This design comes from an exercise in tuning for small area, a short achievable clock period and few clock cycles per item on the open sky130 flow, not from production work. Where RTL was checked, it was by simulation tests only, not by an equivalence proof against the original. Power is estimated from default activity; no workload was simulated.

==> flow/design.v (excerpt) <==
module pe_top
(
    input  logic                  clk_i,
    input  logic                  rst_i,
    input  logic [8+16-1:0] ev_i,
    input  logic                  ev_valid_i,
    output logic                  ev_ready_o,
    output logic [8+16-1:0] pro_o,
    output logic                  pro_valid_o,
    input  logic                  pro_ready_i,
    output logic [16-1:0] paddr_o,
    output logic                  pwrite_o,
    output logic [32-1:0] pwdata_o,
    output logic                  psel_o,
    output logic                  penable_o,
    input  logic [32-1:0] prdata_i,
    input  logic                  pready_i
);
    localparam int DS = 2;
    localparam int DN = 16 / DS;
    localparam logic [2:0] K_RP0 = 3'd0;
    localparam logic [2:0] K_RP1 = 3'd1;
    localparam logic [2:0] K_VR  = 3'd2;
    localparam logic [2:0] K_VW  = 3'd3;
    localparam logic [2:0] K_COL = 3'd4;
    localparam logic [2:0] PH_IDLE = 3'd0;
    localparam logic [2:0] PH_RP0  = 3'd1;
    localparam logic [2:0] PH_RP1  = 3'd2;
    localparam logic [2:0] PH_VR   = 3'd3;
    localparam logic [2:0] PH_POST = 3'd4;
    logic        eb_free_q;
    logic [7:0]  eb_idx_q;
    logic [15:0] eb_delta_q;
    logic        accept;
    logic        eb_release;
    logic        above;
    assign ev_ready_o = eb_free_q;
    assign accept     = ev_valid_i && eb_free_q;
    assign above      = (eb_delta_q > 16'd64);
    logic [2:0]  ph_q;
    logic        vw_done_q;
    logic        col_pend_q;
    logic        col_first_q;
    logic        ptr_wait_q;
    logic        ptr_eval_q;
    logic        div_need_q;
    logic        pvw_q;
    logic        pvw_issue;
    logic [1:0]  vr_stage_q;
    logic [15:0] ps_q;
    logic [15:0] pe_q;
    logic        psel_q;
    logic        pen_q;
    logic [15:0] paddr_q;
    logic        pwrite_q;
    logic [15:0] pwdata_q;
    logic [2:0]  kind_q;
    logic        tf_first_q;
    logic [1:0]  tf_eoff_q;
    logic        div_busy_q;
    logic        div_full_q;
    logic [3:0] div_cnt_q;
    logic [15:0] div_d_q;
    logic [15:0] div_r_q;
    logic [15:0] div_q_q;
    logic [1:0]       cb_v_q;
    logic [1:0][31:0] cb_data_q;
    logic [1:0][1:0]  cb_pos_q;
    logic [1:0][1:0]  cb_eoff_q;
    logic [1:0]       cb_first_q;
    logic             cb_rd_q;
    logic             cb_wr_q;
    logic        pro_valid_q;
  ...
For scale: roughly 1700 cells after synthesis, roughly 270 flip-flops, roughly 17000 um2 of cells after synthesis.
export LEC_CHECK = 0
export CAP_MARGIN = 20
export CORE_MARGIN = 2
export CORE_UTILIZATION = 50
export CTS_CLUSTER_DIAMETER = 70
export CTS_CLUSTER_SIZE = 25
export SLEW_MARGIN = 20
create_clock -name core_clock -period 36.0 [get_ports {clk_i}]
standard.sh (not shown) runs the stock make flow with config.mk's settings and CLKGATE_MAP_FILE= SYNTH_SCRIPT=/design/flow/synth_recipe.tcl, a recipe that flattens the netlist after the stock synthesis.
==> flow/flow/run.sh <==
#!/bin/bash
set -euo pipefail
export SETUP_SLACK_MARGIN=27.7
export BUFFER_PORTS_ARGS="-inputs -outputs -buffer_cell sky130_fd_sc_hd__buf_2"
bash standard.sh > std_flow.log 2>&1
Testbench counts at the start, summed over its fixed seeds: cycles 11,728, items 1,200.
Then changed:
==> flow/flow/run.sh (replaced) <==
#!/bin/bash
set -euo pipefail
export SETUP_SLACK_MARGIN=27.6
bash standard.sh > std_flow.log 2>&1
CAP_MARGIN = 0   (was 20)
CORE_UTILIZATION = 60   (was 50)
CTS_CLUSTER_DIAMETER = unset   (was 70)
CTS_CLUSTER_SIZE = unset   (was 25)
SLEW_MARGIN = 0   (was 20)
Outcome:
- The changed run finished but fails on max-capacitance violations, max-slew violations
- synthesized cell count does not change
- sequential power stays flat
- power goes up by about 2.7%
- routed wire length falls by about 1.1%
- non-clock buffer count shrinks by 8
- flip-flop and latch count does not change
- global-route usage increases by 4.8 points
- final area climbs by 1.9%
- combinational power is about the same
- clock-buffer cell count climbs by 23
- synthesized area is unchanged
Then changed:
==> flow/flow/run.sh (replaced) <==
#!/bin/bash
set -euo pipefail
export SETUP_SLACK_MARGIN=27.7
export BUFFER_PORTS_ARGS="-inputs -outputs -buffer_cell sky130_fd_sc_hd__buf_2"
bash standard.sh > std_flow.log 2>&1
CAP_MARGIN = 20   (was 0)
SLEW_MARGIN = 20   (was 0)
Effect:
- This time the run passed the timing, DRC and antenna checks
- worst setup slack is better by 0.017 ns
- wire length decreases slightly
- core utilization decreases by 0.96 points
- via count decreases slightly
Then changed:
CTS_CLUSTER_DIAMETER = 70   (was unset)
CTS_CLUSTER_SIZE = 25   (was unset)
The new run completed with no timing, DRC or antenna violations.
Synthesized cell count stays the same.
Design area decreases by 1.7%.
Clock power decreases by 20%.
Area after synthesis does not change.
Total power goes down by 4.0%.
First-iteration DRC count came out lower by 1.8%.
Core utilization falls by 1.2 points.
Wire length drops by 1.1%.

Starting RTL as in the previous note.
clock: 36.0 ns
lec_check: 0
cap_margin: 20
core_margin: 2
core_utilization: 60
cts_buf_list: sky130_fd_sc_hd__clkbuf_8
slew_margin: 20
==> flow/flow/run.sh <==
#!/bin/bash
set -euo pipefail
export SETUP_SLACK_MARGIN=27.7
bash standard.sh > std_flow.log 2>&1
Testbench counts at the start, summed over its fixed seeds: cycles 11,728, items 1,200.
Next try:
--- a/flow/config.mk
+++ b/flow/config.mk
@@ -9,4 +9,3 @@
 export CORE_MARGIN = 2
 export CORE_UTILIZATION = 60
-export CTS_BUF_LIST = sky130_fd_sc_hd__clkbuf_8
 export SLEW_MARGIN = 20
After rerunning: Cell area climbs slightly. Combinational power climbs slightly. Global-route usage is about the same. Core utilization climbs by 0.58 points.
Next try:
==> flow/run.sh (new file) <==
#!/bin/bash
# synth_recipe.tcl (not shown) runs the flow's synth.tcl, then flattens the netlist and writes it again
# the make line also repeats each setting of config.mk as NAME=value (left out here)
make -C /OpenROAD-flow-scripts/flow DESIGN_CONFIG=/design/flow/config.mk WORK_HOME=/design/flow/orfs CLKGATE_MAP_FILE= SYNTH_SCRIPT=/design/flow/synth_recipe.tcl finish
--- a/flow/config.mk
+++ b/flow/config.mk
@@ -9,3 +9,6 @@
 export CORE_MARGIN = 2
 export CORE_UTILIZATION = 60
+export CTS_CLUSTER_DIAMETER = 70
+export CTS_CLUSTER_SIZE = 25
+export SETUP_SLACK_MARGIN = 5
 export SLEW_MARGIN = 20
removed: flow/flow/run.sh
removed: flow/standard.sh
Design area fell by 2.1%.
Utilization shrinks by 1.5 points.
Flip-flop and latch count stays the same.
Clock skew is higher by 0.014 ns.
Maximum frequency drops by 16%.
Next try:
==> flow/flow/run.sh (new file) <==
#!/bin/bash
set -euo pipefail
export SETUP_SLACK_MARGIN=27.7
bash standard.sh > std_flow.log 2>&1
==> flow/standard.sh (new file) <==
#!/bin/bash
# synth_recipe.tcl (not shown) runs the flow's synth.tcl, then flattens the netlist and writes it again
# the make line also repeats each setting of config.mk as NAME=value (left out here)
make -C /OpenROAD-flow-scripts/flow DESIGN_CONFIG=/design/flow/config.mk WORK_HOME=/design/flow/orfs CLKGATE_MAP_FILE= SYNTH_SCRIPT=/design/flow/synth_recipe.tcl "${@:-finish}"
--- a/flow/config.mk
+++ b/flow/config.mk
@@ -11,4 +11,3 @@
 export CTS_CLUSTER_DIAMETER = 70
 export CTS_CLUSTER_SIZE = 25
-export SETUP_SLACK_MARGIN = 5
 export SLEW_MARGIN = 20
removed: flow/run.sh
After rerunning: First-iteration DRC count grows by about 7%. Setup slack gains 1.5 ns. Final cell count is higher by about 1.6%. Final area came out higher by about 0.7%. Total power stays flat. Via count grows by about 1.6%. Clock-buffer cell count drops by 1.
Next try:
==> flow/flow/run.sh (replaced) <==
#!/bin/bash
set -euo pipefail
export SETUP_SLACK_MARGIN=27.85
export BUFFER_PORTS_ARGS="-inputs -outputs -buffer_cell sky130_fd_sc_hd__buf_2"
bash standard.sh > std_flow.log 2>&1
Effect: Setup slack gains 0.020 ns; count of clock-buffer cells in the layout stays the same; via count fell by 0.91%; non-clock buffer count is lower by 3; routed wire length climbs by 0.69%.

Setup of run D:
pe_top, a different RTL version from the one above (not shown whole).
For scale: ~1600 cells after synthesis, ~140 I/O pins.
clock: 36.0 ns
lec_check: 0
cap_margin: 20
core_margin: 2
core_utilization: 40
slew_margin: 20
synth_hierarchical: 1
==> flow/flow/run.sh <==
#!/bin/bash
set -euo pipefail
export SETUP_SLACK_MARGIN=28
bash standard.sh > std_flow.log 2>&1
In summary, run D completed successfully, with a layout that passed the timing, DRC and antenna checks.
Edits applied to the flow inputs when going from run D to run C:
Settings: CORE_UTILIZATION now 60, was 40.
==> flow/flow/run.sh <==
#!/bin/bash
set -euo pipefail
export SETUP_SLACK_MARGIN=27.7
bash standard.sh > std_flow.log 2>&1
Results
- What run C reported for total met2 wirelength after detailed routing has to be multiplied by 1.10 to get the figure for run D.
- Total power: run C below run D
- Compared with run D, placement density in the core of run C is higher.
- Per the comparison of run C with run D, boundary pin count closely matched the old numbers; sequential share of layout area saw an increase.
No run of this note included a check of the RTL's function; only the layout flow was run.

Another version of the RTL of pe_top (not shown whole).
Size: ~1700 cells after synthesis, ~270 flip-flops, roughly 140 I/O pins, roughly 17000 um2 of cells after synthesis.
clock: 36.0 ns
lec_check: 0
cap_margin: 20
core_margin: 2
core_utilization: 75
slew_margin: 20
==> flow/flow/run.sh <==
#!/bin/bash
set -euo pipefail
export SETUP_SLACK_MARGIN=27.7
bash standard.sh > std_flow.log 2>&1
The first run completed without violations.
==> next run, changes <==
Settings changed: CORE_UTILIZATION 75 to 60.
The new run ran to the end with no violations.
Worst setup slack gets better by 0.064 ns.
First-iteration DRC count went down by 54%.
Global-route usage went down by 13 points.
Sequential share of layout area went down by 0.18 points.
Via count went down by 9.4%.
Utilization went down by 18 points.
Final area went up by 0.48%.
Final cell count went up by 4.6%.
Count of clock-buffer cells in the layout went up by 6.
Function was not checked in any run of this note: the RTL went through the layout flow alone.

pe_top, a different RTL version from the one above (not shown whole).
Size: ~1500 cells after synthesis, roughly 260 flip-flops, roughly 140 I/O pins, ~16000 um^2 of cells after synthesis.
export LEC_CHECK = 0
export CAP_MARGIN = 20
export CORE_MARGIN = 2
export CORE_UTILIZATION = 40
export SLEW_MARGIN = 20
create_clock -name core_clock -period 36.0 [get_ports {clk_i}]
==> flow/flow/run.sh <==
#!/bin/bash
set -euo pipefail
export SETUP_SLACK_MARGIN=28
bash standard.sh > std_flow.log 2>&1
The baseline passed the timing, DRC and antenna checks.
Next try:
- CTS_CLUSTER_DIAMETER: default -> 80
- CTS_CLUSTER_SIZE: default -> 35
The changed run finished clean.
Power goes down by 5.1%.
Register-to-register slack is about the same.
First-iteration DRC count is lower by 8.2%.
Via count fell by 0.79%.
Die area does not change.
Utilization fell by 0.48 points.
No functional check of the RTL was part of any run of this note.

## afterwards: timing with drivers on the ports
The flow's constraints put no driver on any port. The routed layouts listed below were extracted and timed again, unchanged, in two steps.
Step 1 assumes that a clkbuf_16 drives the clock port and a buf_2 every other input.
Step 2, shift: input delay + t, output delay - t, t = (earliest + latest rising clock arrival at the registers) / 2. This alone moves slack from input paths to output paths.
a / b / c = ideal ports / drivers / drivers and shift; a / b = the first two.
run	t, ns	setup slack, ns	worst setup path after step 2	cell pins on the clock port's net
the first run of note 1	0.581	27.638 / 27.584 / 27.204	input to register	1
the second run of note 1	0.609	27.622 / 27.573 / 27.122	input to register	1
the third run of note 1	0.611	27.639 / 27.589 / 27.153	input to register	1
the fourth run of note 1	0.557	27.675 / 27.626 / 27.261	input to register	1
the first run of note 2	0.610	27.619 / 27.572 / 27.100	input to register	1
the second run of note 2	0.595	27.653 / 27.602 / 27.157	input to register	1
the third run of note 2	0.572	26.111 / 26.139 / 25.568	input to register	1
the fourth run of note 2	0.575	27.650 / 27.598 / 27.150	input to register	1
the fifth run of note 2	0.564	27.670 / 27.618 / 27.237	input to register	1
run D	0.619	27.378 / 27.385 / 26.767	input to register	1
run C	0.617	27.376 / 27.373 / 26.756	input to register	1
the first run of note 4	0.615	27.540 / 27.491 / 27.193	input to register	1
the second run of note 4	0.602	27.604 / 27.551 / 27.129	input to register	1
the first run of note 5	0.633	27.092 / 27.107 / 26.474	input to register	1
the second run of note 5	0.591	27.105 / 27.127 / 26.535	input to register	1
The setup slack of run C, which loses most, moves by -0.003 ns with the drivers and by -0.620 ns with both steps.
